Source: an optimization exercise on an open RTL-to-GDS flow (aim: small area). Production flows keep margins and buffers that such runs may drop.
The RTL was checked by simulation tests, not by an equivalence proof against the original design.
Power figures rest on the tool's default switching activity, not on a simulated workload.

==> design.v <==
`timescale 1ns/1ps
`default_nettype none
module branch_cmp (
    input  logic [31:0] a,
    input  logic [31:0] b,
    input  logic [2:0]  cmp_op,
    output logic        taken
);
    logic eq;
    logic lt_u;
    logic lt_s;
    logic lt;
    assign eq   = (a == b);
    assign lt_u = (a < b);
    assign lt_s = (a[31] ^ b[31]) ? a[31] : lt_u;
    assign lt   = cmp_op[1] ? lt_u : lt_s;
    always_comb begin
        if (cmp_op[2])      taken = lt ^ cmp_op[0];
        else if (cmp_op[1]) taken = 1'b0;
        else                taken = eq ^ cmp_op[0];
    end
endmodule
module onehot_sel #(
    parameter int N = 2,
    parameter int W = 32
) (
    input  logic [N-1:0]        sel,
    input  logic [N-1:0][W-1:0] d,
    output logic [W-1:0]        y
);
    for (genvar b = 0; b < W; b++) begin : g_bit
        logic [N-1:0] col;
        for (genvar i = 0; i < N; i++) begin : g_col
            assign col[i] = d[i][b];
        end
        onehot_bit #(.N(N)) i_bit (.sel(sel), .d(col), .y(y[b]));
    end
endmodule
module onehot_bit #(
    parameter int N = 2
) (
    input  logic [N-1:0] sel,
    input  logic [N-1:0] d,
    output logic         y
);
    localparam int G3 = N / 3;
    localparam int R  = N - 3 * G3;
    logic [G3+R-1:0] grp_n;
    for (genvar g = 0; g < G3; g++) begin : g_grp
        aoi_pairs #(.K(3)) i_aoi (.a(sel[3*g +: 3]), .b(d[3*g +: 3]), .y_n(grp_n[g]));
    end
    for (genvar r = 0; r < R; r++) begin : g_rest
        aoi_pairs #(.K(1)) i_aoi (.a(sel[3*G3 + r]), .b(d[3*G3 + r]), .y_n(grp_n[G3 + r]));
    end
    assign y = !(&grp_n);
endmodule
module aoi_pairs #(
    parameter int K = 1
) (
    input  logic [K-1:0] a,
    input  logic [K-1:0] b,
    output logic         y_n
);
    assign y_n = !(|(a & b));
endmodule
`default_nettype wire
`timescale 1ns/1ps
`default_nettype none
module cmp_unit (
    input  logic                          clk,
    input  logic                          rst,
    input  logic                          flush,
    input  logic                          disp_valid,
    output logic                          disp_ready,
    input  logic [142-1:0]               disp,
    input  logic [36-1:0]               ext_cdb,
    input  logic                          alloc_valid,
    input  logic [3-1:0]             alloc_tag,
    output logic [3*69-1:0]   cmp_res
);
    localparam int N = 3;
    localparam int T = 8;
    logic clr;
    assign clr = rst || flush;
    logic [T-1:1]            rdy_q;      
    logic [T-1:1][31:0]      val_q;      
    logic [N-1:0]            busy;
    logic [N-1:0][31:0]      vj, vk;     
    logic [N-1:0][2:0]       qj, qk;     
    logic [N-1:0]            pj, pk;     
    logic [N-1:0][2:0]       op;
    logic [N-1:0]            isbr;
    logic [N-1:0]            pred;
    logic [N-1:0][2:0]       dst;
    logic [N-1:0][31:0]      pc;
    logic [N-1:0][31:0]      tgt;        
    logic [N-1:0]            lv_q;       
    logic [N-1:0]            tk_q;       
    logic [N-1:0][31:0]      lval;
    for (genvar i = 0; i < N; i++) begin : g_lane
        assign lval[i] = isbr[i] ? pc[i] : {32{tk_q[i]}};
        assign cmp_res[i*69 + 68]       = lv_q[i];
        assign cmp_res[i*69 + 36 +: 32] = lval[i];
        assign cmp_res[i*69 + 33 +: 3]  = dst[i];
        assign cmp_res[i*69 + 32]       = pred[i] ~^ tk_q[i];
        assign cmp_res[i*69 +: 32]      = tk_q[i] ? tgt[i] : {pc[i][31:2] + 30'd1, pc[i][1:0]};
    end
    logic              e_v;
    logic [2:0]        e_tag;
    logic [31:0]       e_val;
    assign e_v   = ext_cdb[35];
    assign e_tag = ext_cdb[34:32];
    assign e_val = ext_cdb[31:0];
    logic [T-1:1]        wr_en;
    logic [T-1:1][31:0]  wr_val;
    logic [T-1:1]        rdy_n;
    for (genvar t = 1; t < T; t++) begin : g_tag
        logic s2, s1, s0, se;
        assign s2 = lv_q[2] && dst[2] == 3'(t);
        assign s1 = lv_q[1] && dst[1] == 3'(t) && !s2;
        assign s0 = lv_q[0] && dst[0] == 3'(t) && !s2 && !s1;
        assign se = e_v && e_tag == 3'(t) && !s2 && !s1 && !s0;
        assign wr_en[t] = s2 || s1 || s0 || se;
        onehot_sel #(.N(5), .W(32)) i_wsel (
            .sel ({!wr_en[t], s2, s1, s0, se}),
            .d   ({val_q[t], lval[2], lval[1], lval[0], e_val}),
            .y   (wr_val[t])
        );
        assign rdy_n[t] = (rdy_q[t] && !(alloc_valid && alloc_tag == 3'(t))) || wr_en[t];
    end
    always_ff @(posedge clk) begin
        if (clr) rdy_q <= '0;
        else     rdy_q <= rdy_n;
    end
    always_ff @(posedge clk) begin
        val_q <= wr_val;
    end
    logic [2:0]   d_qj, d_qk;
    assign d_qj = disp[73:71];
    assign d_qk = disp[70:68];
    logic [T-1:0] d_ohj, d_ohk;
    for (genvar t = 0; t < T; t++) begin : g_doh
        assign d_ohj[t] = (d_qj == 3'(t));
        assign d_ohk[t] = (d_qk == 3'(t));
    end
    logic [31:0]  d_vj, d_vk;
    logic         d_hj, d_hk;
    onehot_sel #(.N(T), .W(32)) i_psel_j (.sel(d_ohj), .d({wr_val, disp[137:106]}), .y(d_vj));
    onehot_sel #(.N(T), .W(32)) i_psel_k (.sel(d_ohk), .d({wr_val, disp[105:74]}), .y(d_vk));
    assign d_hj = |(d_ohj & {rdy_n, 1'b1});
    assign d_hk = |(d_ohk & {rdy_n, 1'b1});
    logic [31:0]  d_tgt;
    assign d_tgt = disp[63:32] + disp[31:0];
    logic [N-1:0] free_oh;
    assign free_oh[0] = !busy[0];
    assign free_oh[1] = !busy[1] && busy[0];
    assign free_oh[2] = !busy[2] && busy[1] && busy[0];
    assign disp_ready = !(&busy);
    logic [N-1:0] load;
    logic [N-1:0] issue;
    assign load  = free_oh & {N{disp_valid}};
    assign issue = busy & pj & pk;
    always_ff @(posedge clk) begin
        if (clr) busy <= '0;
        else     busy <= (busy & ~issue) | load;
    end
    always_ff @(posedge clk) begin
        if (clr) lv_q <= '0;
        else     lv_q <= issue;
    end
    for (genvar i = 0; i < N; i++) begin : g_ent
        logic       j2, j1, j0, je, cj;
        logic       k2, k1, k0, ke, ck;
        assign j2 = lv_q[2] && dst[2] == qj[i];
        assign j1 = lv_q[1] && dst[1] == qj[i] && !j2;
        assign j0 = lv_q[0] && dst[0] == qj[i] && !j2 && !j1;
        assign je = e_v && e_tag == qj[i] && !j2 && !j1 && !j0;
        assign cj = !load[i] && qj[i] != 3'd0;
        assign k2 = lv_q[2] && dst[2] == qk[i];
        assign k1 = lv_q[1] && dst[1] == qk[i] && !k2;
        assign k0 = lv_q[0] && dst[0] == qk[i] && !k2 && !k1;
        assign ke = e_v && e_tag == qk[i] && !k2 && !k1 && !k0;
        assign ck = !load[i] && qk[i] != 3'd0;
        logic [5:0]  sj, sk;
        assign sj[0] = load[i];
        assign sj[1] = cj && je;
        assign sj[2] = cj && j0;
        assign sj[3] = cj && j1;
        assign sj[4] = cj && j2;
        assign sj[5] = !(|sj[4:0]);
        assign sk[0] = load[i];
        assign sk[1] = ck && ke;
        assign sk[2] = ck && k0;
        assign sk[3] = ck && k1;
        assign sk[4] = ck && k2;
        assign sk[5] = !(|sk[4:0]);
        logic [31:0] vj_n, vk_n;
        onehot_sel #(.N(6), .W(32)) i_jsel (
            .sel (sj),
            .d   ({vj[i], lval[2], lval[1], lval[0], e_val, d_vj}),
            .y   (vj_n)
        );
        onehot_sel #(.N(6), .W(32)) i_ksel (
            .sel (sk),
            .d   ({vk[i], lval[2], lval[1], lval[0], e_val, d_vk}),
            .y   (vk_n)
        );
        always_ff @(posedge clk) begin
            vj[i] <= vj_n;
            vk[i] <= vk_n;
        end
        always_ff @(posedge clk) begin
            if (load[i]) begin
                qj[i]   <= d_hj ? 3'd0 : d_qj;
                qk[i]   <= d_hk ? 3'd0 : d_qk;
                pj[i]   <= (d_qj == 3'd0);
                pk[i]   <= (d_qk == 3'd0);
                op[i]   <= disp[140:138];
                isbr[i] <= disp[141];
                pred[i] <= disp[64];
                dst[i]  <= disp[67:65];
                pc[i]   <= disp[63:32];
                tgt[i]  <= d_tgt;
            end else begin
                pj[i] <= (qj[i] == 3'd0);
                pk[i] <= (qk[i] == 3'd0);
                if (|sj[4:1]) qj[i] <= 3'd0;
                if (|sk[4:1]) qk[i] <= 3'd0;
            end
        end
        logic tk;
        branch_cmp i_branch_cmp (
            .a      (vj[i]),
            .b      (vk[i]),
            .cmp_op (op[i]),
            .taken  (tk)
        );
        always_ff @(posedge clk) begin
            tk_q[i] <= tk;
        end
    end
endmodule
`default_nettype wire
==> flow/run.sh <==
#!/bin/bash
# Standard synthesis and layout, with changes to how the layout is made only:
#  * the port buffers are the smallest buffer (buf_1) instead of the resizer's pick;
#  * clock tree synthesis uses clkbuf_8 with sink clusters of up to 12 flip-flops
#    within 60 um, and adds no dummy loads.
# Each step's full output goes to a log file in this folder (ORFS keeps its own
# per-step logs under orfs/logs as well).
set -euo pipefail
cd "$(dirname "$0")/.."

bash standard.sh synth > flow_synth.log 2>&1

bash standard.sh \
  "BUFFER_PORTS_ARGS=-buffer_cell sky130_fd_sc_hd__buf_1" \
  "CTS_ARGS=-sink_clustering_enable -repair_clock_nets -dont_use_dummy_load -buf_list sky130_fd_sc_hd__clkbuf_8 -sink_clustering_size 12 -sink_clustering_max_diameter 60" \
  finish > flow_layout.log 2>&1
==> standard.sh <==
#!/bin/bash
# synth_recipe.tcl (not shown) runs the flow's synth.tcl, then flattens the netlist and writes it again
# the make line also repeats each setting of config.mk as NAME=value (left out here)
make -C /OpenROAD-flow-scripts/flow DESIGN_CONFIG=/design/flow/config.mk WORK_HOME=/design/flow/orfs CLKGATE_MAP_FILE= SYNTH_SCRIPT=/design/flow/synth_recipe.tcl "${@:-finish}"
==> config.mk <==
export PLATFORM = sky130hd
export DESIGN_NAME = cmp_unit
export DESIGN_NICKNAME = cmp_unit
export VERILOG_FILES = /design/flow/design.v
export SDC_FILE = /design/flow/constraint.sdc
export NUM_CORES = 4
export LEC_CHECK = 0
export CAP_MARGIN = 20
export CELL_PAD_IN_SITES_DETAIL_PLACEMENT = 1
export CELL_PAD_IN_SITES_GLOBAL_PLACEMENT = 1
export CORE_MARGIN = 2
export CORE_UTILIZATION = 40
export PLACE_DENSITY = 0.5
export SLEW_MARGIN = 20
export SYNTH_HIERARCHICAL = 1
==> constraint.sdc <==
create_clock -name core_clock -period 6.0 [get_ports {clk}]
set_input_delay 1.2000 -clock core_clock [delete_from_list [all_inputs] [get_ports {clk}]]
set_output_delay 1.2000 -clock core_clock [all_outputs]
set_load 0.01 [all_outputs]
==> impl_metrics.tcl, run 1 <==
set metrics [dict create \
    die_h_microns 309.6 \
    grtUsageTotal_pct 43.88 \
    port_buffers 393 \
    fmax_mhz 199.6 \
    synth_top_family_by_area "compound AO/OA/AOI/OAI gates" \
    drc 0 \
    overflow 0 \
    relSlewSlack_pct 12.13 \
    dpl_worst_slack_ns 1.415 \
    synth_area_sq_um 37360 \
    syn_avg_cell_area_sq_um 9.104 \
    yosysWarningCount 8 \
    cts_max_level 3 \
    clk_pin_slew_worst_paths_ns 0.08 \
    synth-seq-area-share_pct 42.28 \
    post-synth-top-area-cell "dfxtp_1" \
    routed-via-count 43060 \
    cts_tree "built" \
    crit_chain "nand4_1, nor4_1, and4_1, nand2b_1, nor3_1, xnor2_1, o21ai_1, buf_1" \
    slowest_delay_ns 0.82 \
    drt_iter0_drc 9264 \
    p_per_area_nw_per_um2 305.6 \
    drive_gt1_share_pct 7.008 \
    worstHoldPathType "reg -> reg" \
    ios 394 \
    finalSetupTns_ns 0 \
    grt_pass1_vias 41670 \
    cpMaxStageDelayCell "nor4_1" \
    timing.rr.start "dst[8]" \
    cts_resized 0 \
    core_sq_um 92910 \
    synth-simple-area-share_pct 21.63 \
    synth-seq-cells 672 \
    fin_ws_ns 0.9889 \
    post-route-period-util_pct 83.52 \
    rr_worst_depth 11 \
    clockBufferDepth 3 \
    worst-r2r-setup-slack_ns 1.55 \
    hold_viol_final 0 \
    crit_end "cmp_res[169]" \
    synthToLayoutAreaGrowth_pct 14.26 \
    antenna_found_initial 21 \
    postCtsHoldBufs 0 \
    vias_per_cell 7.315 \
    status "no timing/DRC/antenna violations" \
    synth_area_leaders "dfxtp_1, a222oi_1, edfxtp_1" \
    clkLatencyLatePin_ns 0.81 \
    worst_pin_slew_ns 1.306 \
    final-setup-viol-count 0 \
    drtAntennaViolNets 0 \
    wire_per_inst_microns 36.92 \
    slew_viol_final 0 \
    synthAdderAreaFrac_pct 4.407 \
    synth_xor_xnor_area_share_pct 4.524 \
    initial_core_util_pct 40.21 \
    crit_path_start "pc[68]" \
    clock_sinks 672 \
    maxCapViolations 0 \
    r2r_end "vk[91]" \
    syn_nets 4421 \
    fin_crit_ns 5.011 \
    synthTopCellsByCount "nand2_1, a222oi_1, dfxtp_1, nand3_1, edfxtp_1" \
    ys.flop_type "dfxtp_1" \
    rsz0062_at_grt "false" \
    syn_inst 4104 \
    cp_max_fo 6 \
    yosysMostFrequentCell "nand2_1" \
    fp-row-count 112 \
    die_area_sq_um 95860 \
    routed_wl_microns 217300 \
    first_pass_iters 14 \
    cts_setup_buffers 0 \
    critPathArrivalTime_ns 3.81 \
    numCtsBuffers 82 \
    die_x_microns 309.6 \
    ys_types 71 \
    critical_path_required_ns 4.80 \
    endpoint_kind "output pin" \
    cts_root_buf "clkbuf_8" \
    worstSetupPathType "reg -> out" \
    start_kind "flop" \
    grt_pass1_wl_microns 303900 \
    power.total_mw 13.05 \
    synth-compound-area-share_pct 24.55 \
    fin_nets 4942 \
    skew_ns 0.1036 \
    async_flop_share_pct 0 \
    grt_max_degree 139 \
    synth_edf_count 234 \
    synth_top_area_share_pct 23.47 \
    post-dp-hpwl_microns 137100 \
    synth_mux_area_share_pct 0.3248 \
    gp_congestion 0.9477 \
    leakagePower_nw 16.04 \
    ir_worst_vdd_mv 0.1712 \
]
-- modules after synthesis, one instance, submodules excluded, a selection --
module,copies in the design,area [sq um]
cmp_unit,1,22960
branch_cmp,3,875.8
-- where the power goes --
part	switching, mW	internal (mW)
clock	1.82	1.21
sequential	0.363	5.49
combinational	2.86	1.31
total	5.04	8.01
-- how the worst min path moves through the flow --
stage               slack [ns]      end  cells past startpoint  startpoint
global route              0.48  lv_q[2]                      2       pj[2]
global placement          0.45  lv_q[1]                      2       pj[1]
floorplan                 0.44  lv_q[2]                      2       pk[2]
finish                    0.44  lv_q[1]                      2       pk[1]
detailed placement        0.46  lv_q[1]                      2       pj[1]
CTS                       0.45  lv_q[1]                      2       pk[1]
-- per-layer routing --
metal  track usage, %  share of wire (%)
met5                0              0.072
met4            28.19                7.4
met3            14.91                 14
met2            63.64                 41
met1            55.53                 37
-- critical path: cells and delay by family, from the launching register on --
| kind | cells | cell delay [ns] |
|---|---|---|
| simple gates | 5 | 1.97 |
| flops | 1 | 0.48 |
| compound gates | 1 | 0.21 |
| xor+xnor | 1 | 0.20 |
| buf+inv | 1 | 0.18 |
-- layout make-up --
| class | count | area (sq um) |
|---|---|---|
| well taps | 1254 | 1569 |
| flip-flops and latches | 672 | 15800 |
| repair buffers | 521 | 2474 |
| diodes | 9 | 22.52 |
| inverters | 140 | 540.5 |
| multi-input cells | 3208 | 21150 |
| fillers | 11080 | 50220 |
| clock buffers | 82 | 1129 |
-- cells by family (layout without fill, tap and decap cells) --
family	after synthesis	count (layout)
AND/OR/NAND/NOR	1844	1844
AO/OA/AOI/OAI	1029	1029
flip-flops	672	672
buffers and inverters	224	743
XOR/XNOR	193	193
adder cells (fa/ha/maj)	131	131
multiplexers	11	11
other	0	9
-- sequential cells by signal, summed over array words and instances, names as in the netlist, 96 cells and up --
register and cells:
pc 96, tgt 96, val_q 224, vj 96
vk 96
-- through the flow --
stage	cell area (sq um)	cells	hold slack [ns]	utilization [%]
global placement	41540	5795	0.4520	44.71
floorplan	37360	4104	0.4351	-
CTS	42660	5877	0.4472	45.92
global route	42680	5884	0.4814	45.94
finish	42690	5886	0.4406	45.95
detailed placement	41540	5795	0.4551	44.71
-- placed cells by master (no fill, tap or decap), types with 5 or more instances in the layout --
cell type / synthesis / layout
nand2_1: 1138 / 1138
a222oi_1: 736 / 736
dfxtp_1: 438 / 435
buf_1: 21 / 393
nand3_1: 282 / 282
edfxtp_1: 234 / 234
xnor2_1: 142 / 142
nand4_1: 139 / 139
inv_1: 137 / 134
ha_1: 130 / 130
buf_4: 0 / 125
nor2_1: 129 / 97
o21ai_0: 88 / 88
clkbuf_8: 0 / 82
a21oi_1: 79 / 75
xor2_1: 51 / 51
nor2_4: 0 / 32
o21ai_1: 27 / 27
a21o_1: 23 / 23
nor3_1: 31 / 19
nand2b_1: 21 / 18
and3_1: 21 / 15
nor3_2: 0 / 12
o21a_1: 10 / 10
nor3b_2: 0 / 10
diode_2: 0 / 9
mux2_2: 9 / 9
nor2b_1: 10 / 8
nand4b_1: 8 / 8
or3_1: 8 / 8
o211ai_1: 6 / 6
or2_2: 6 / 6
and3_2: 0 / 6
o31ai_1: 5 / 5
nand3b_1: 5 / 5
nand4bb_1: 5 / 5
nor4_1: 7 / 5
==> run 2: changes to the inputs <==
--- a/config.mk
+++ b/config.mk
@@ -13,3 +13,2 @@
 export PLACE_DENSITY = 0.5
 export SLEW_MARGIN = 20
-export SYNTH_HIERARCHICAL = 1
==> run 2 against run 1 <==
Net effect: sequential cell count stayed put; routed wire length is 36% higher; combinational power is 26% higher; still clean; utilization is 1.6 points lower.
==> impl_metrics.tcl, run 2 <==
set metrics [dict create \
    status "no timing/DRC/antenna violations" \
    ios 394 \
    async_flop_share_pct 0 \
    cts_resized 0 \
    antenna_found_initial 29 \
    mostFrequentLayoutCell "nand2_1" \
    maxCapViolations 0 \
    synth_edf_count 234 \
    rsz0062_at_grt "false" \
    syn_inst 4849 \
    synth-seq-cells 672 \
    p_sw_mw 6.054 \
    critPathArrivalTime_ns 4.01 \
    syn_nets 5166 \
    critical_path_required_ns 4.80 \
    r2r_end "vj[65]" \
    grt_max_degree 110 \
    fmax_mhz 192.1 \
    clockBufferDepth 3 \
    die_area_sq_um 111500 \
    clk_pin_slew_worst_paths_ns 0.08 \
    p_int_mw 8.425 \
    fin_crit_ns 5.207 \
    first_pass_iters 14 \
    whs_endpoint "lv_q[1]" \
    hold_viol_final 0 \
    clkLatencyLatePin_ns 0.83 \
    synthTopCellsByCount "nand2_1, dfxtp_1, a221o_1, nor2_1, clkbuf_1" \
    p_sw_share_pct 41.81 \
    drc 0 \
    synthToLayoutAreaGrowth_pct 10.43 \
    worst-r2r-setup-slack_ns 0.82 \
    skew_ns 0.1125 \
    regArea_sq_um 15800 \
    postCtsHoldBufs 0 \
    worst_pin_slew_ns 1.337 \
    yosysWarningCount 2 \
    drtAntennaViolNets 0 \
    post-synth-top-area-cell "dfxtp_1" \
    grt_pass1_wl_microns 398500 \
    drt_iter0_drc 8780 \
    initial_core_util_pct 40.17 \
    hold_depth 2 \
    clock_sinks 672 \
    largest_reg_flops 224 \
    post-dp-hpwl_microns 206000 \
    ys_types 106 \
    synth_area_leaders "dfxtp_1, edfxtp_1, a221o_1" \
    timing.rr.start "dst[2]" \
    clockPowerShare_pct 22.6 \
    die_h_microns 333.9 \
    whs_ns 0.4570 \
    synth_area_sq_um 43550 \
    cts_setup_buffers 0 \
    synth-seq-area-share_pct 36.27 \
    post-route-period-util_pct 86.78 \
    power.total_mw 14.48 \
    ys.flop_type "dfxtp_1" \
    gp_congestion 1.055 \
    cp_max_fo 5 \
    die_x_microns 333.9 \
    start_kind "flop" \
    routed-via-count 48930 \
    cts_root_buf "clkbuf_8" \
    slew_viol_final 0 \
    endpoint_kind "output pin" \
    combPwrFrac_pct 36.4 \
    grtUsageTotal_pct 51.42 \
    overflow 0 \
    final-setup-viol-count 0 \
    wire_per_inst_microns 45.38 \
    fillers 12630 \
    yosysMostFrequentCell "nand2_1" \
    routed_wl_microns 295400 \
    rr_worst_depth 9 \
    cts_tree "built" \
    vias_per_cell 7.516 \
    worstHoldPathType "reg -> reg" \
    grt_pass1_vias 46370 \
    cts_max_level 3 \
    ir_worst_vdd_mv 0.2080 \
    regMostFlops "val_q" \
    p_per_area_nw_per_um2 301.1 \
    worstSetupPathType "reg -> out" \
    syn_avg_cell_area_sq_um 8.980 \
    port_buffers 393 \
    core_sq_um 108400 \
    relSlewSlack_pct 10.52 \
    leakagePower_nw 18.16 \
    multi_input_area_sq_um 24750 \
    fp-row-count 121 \
    synth_top_area_share_pct 20.14 \
    finalSetupTns_ns 0 \
    numCtsBuffers 90 \
    seqPwrFrac_pct 41.0 \
    drive_gt1_share_pct 12.36 \
    fin_nets 5390 \
    holdCritStartpoint "pj[1]" \
    most-common-layout-cells "nand2_1, dfxtp_1, buf_1" \
]
run 2: cells by family (layout without fill, tap and decap cells):
logic type / after synthesis / in the layout / synth area share [%]
multiplexers: 161 / 161 / 4.428
buffers and inverters: 774 / 996 / 7.910
AO/OA/AOI/OAI: 1790 / 1790 / 31.44
adder cells (fa/ha/maj): 131 / 131 / 3.781
AND/OR/NAND/NOR: 1137 / 1137 / 12.47
XOR/XNOR: 184 / 184 / 3.701
other: 0 / 25 / 0
flip-flops: 672 / 672 / 36.27
run 2: power by group through the flow:
stage | Combinational, mW | Sequential (mW) | Clock [mW]
global placement | 4.82 | 5.99 | 0
CTS | 4.90 | 5.91 | 3.25
detailed placement | 4.87 | 6.00 | 0
finish | 5.27 | 5.94 | 3.28
global route | 5.41 | 5.99 | 3.41
floorplan | 2.83 | 5.79 | 0
run 2: worst max-delay path, cell delays in order (launching register included):
cell	delay [ns]
edfxtp_1	0.52
and3_1	0.30
nand2_1	0.19
nor4_1	0.40
buf_4	0.22
and3_1	0.26
nor2b_1	0.27
nand3_1	0.15
xor2_1	0.20
o21ai_0	0.49
buf_1	0.21
run 2: layout make-up:
type | count | area share [%]
multi-input combinational | 3403 | 51.46
sequential | 672 | 32.86
timing repair buffer | 635 | 7.129
tap | 1414 | 3.679
clock buffer | 90 | 2.576
inverter | 271 | 2.162
antenna | 25 | 0.1301
run 2: stage by stage:
stage	util [%]	cells	setup slack [ns]	area, sq um
CTS	44.21	6481	0.6926	47920
global route	44.32	6490	0.6580	48040
detailed placement	43.07	6391	1.312	46690
global placement	43.06	6391	1.340	46680
floorplan	-	4849	1.504	43550
finish	44.36	6510	0.7935	48090
run 2: worst max path at each step:
stage | from | to | slack, ns | cells after the start
2_1_floorplan | disp_valid | dst[6] | 1.50 | 4
3_3_place_gp | ext_cdb[34] | vj[29] | 1.34 | 12
3_5_place_dp | disp[10] | tgt[31] | 1.31 | 11
4_1_cts | pc[36] | cmp_res[100] | 0.69 | 10
5_1_grt | pc[36] | cmp_res[100] | 0.66 | 10
6_report | pc[36] | cmp_res[100] | 0.79 | 10
run 2: layer usage:
layer | vias to the layer above | track usage, % | part of all wire [%]
met5 | - | 0 | 0.023
met4 | 10 | 41.11 | 10
met3 | 1363 | 25.13 | 15
met2 | 4338 | 72.03 | 39
met1 | 24100 | 59.20 | 35
li1 | 19110 | - | -

==> afterwards: timing with drivers on the ports <==
The flow's constraints put no driver on any port. The routed layouts listed below were extracted and timed again, unchanged, in two steps. Step 1 assumes that a clkbuf_16 drives the clock port and a buf_2 every other input. Step 2 times the ports against the registers' clock, not the clock port: input delays grow and output delays shrink by t, the midpoint of the rising clock arrivals with the driver on. Slacks: ideal / step 1 / step 2; pairs: ideal / step 1.
| run | shift t [ns] | setup WS [ns] | hold WS [ns] | cell pins on the clock port's net |
|---|---|---|---|---|
| run 1 | 0.833 | 0.989 / 0.917 / 1.109 | 0.441 / 0.441 / 0.441 | 1 |
| run 2 | 0.861 | 0.793 / 0.711 / 0.824 | 0.457 / 0.457 / 0.457 | 1 |
After both steps setup and hold are still met in every run listed.
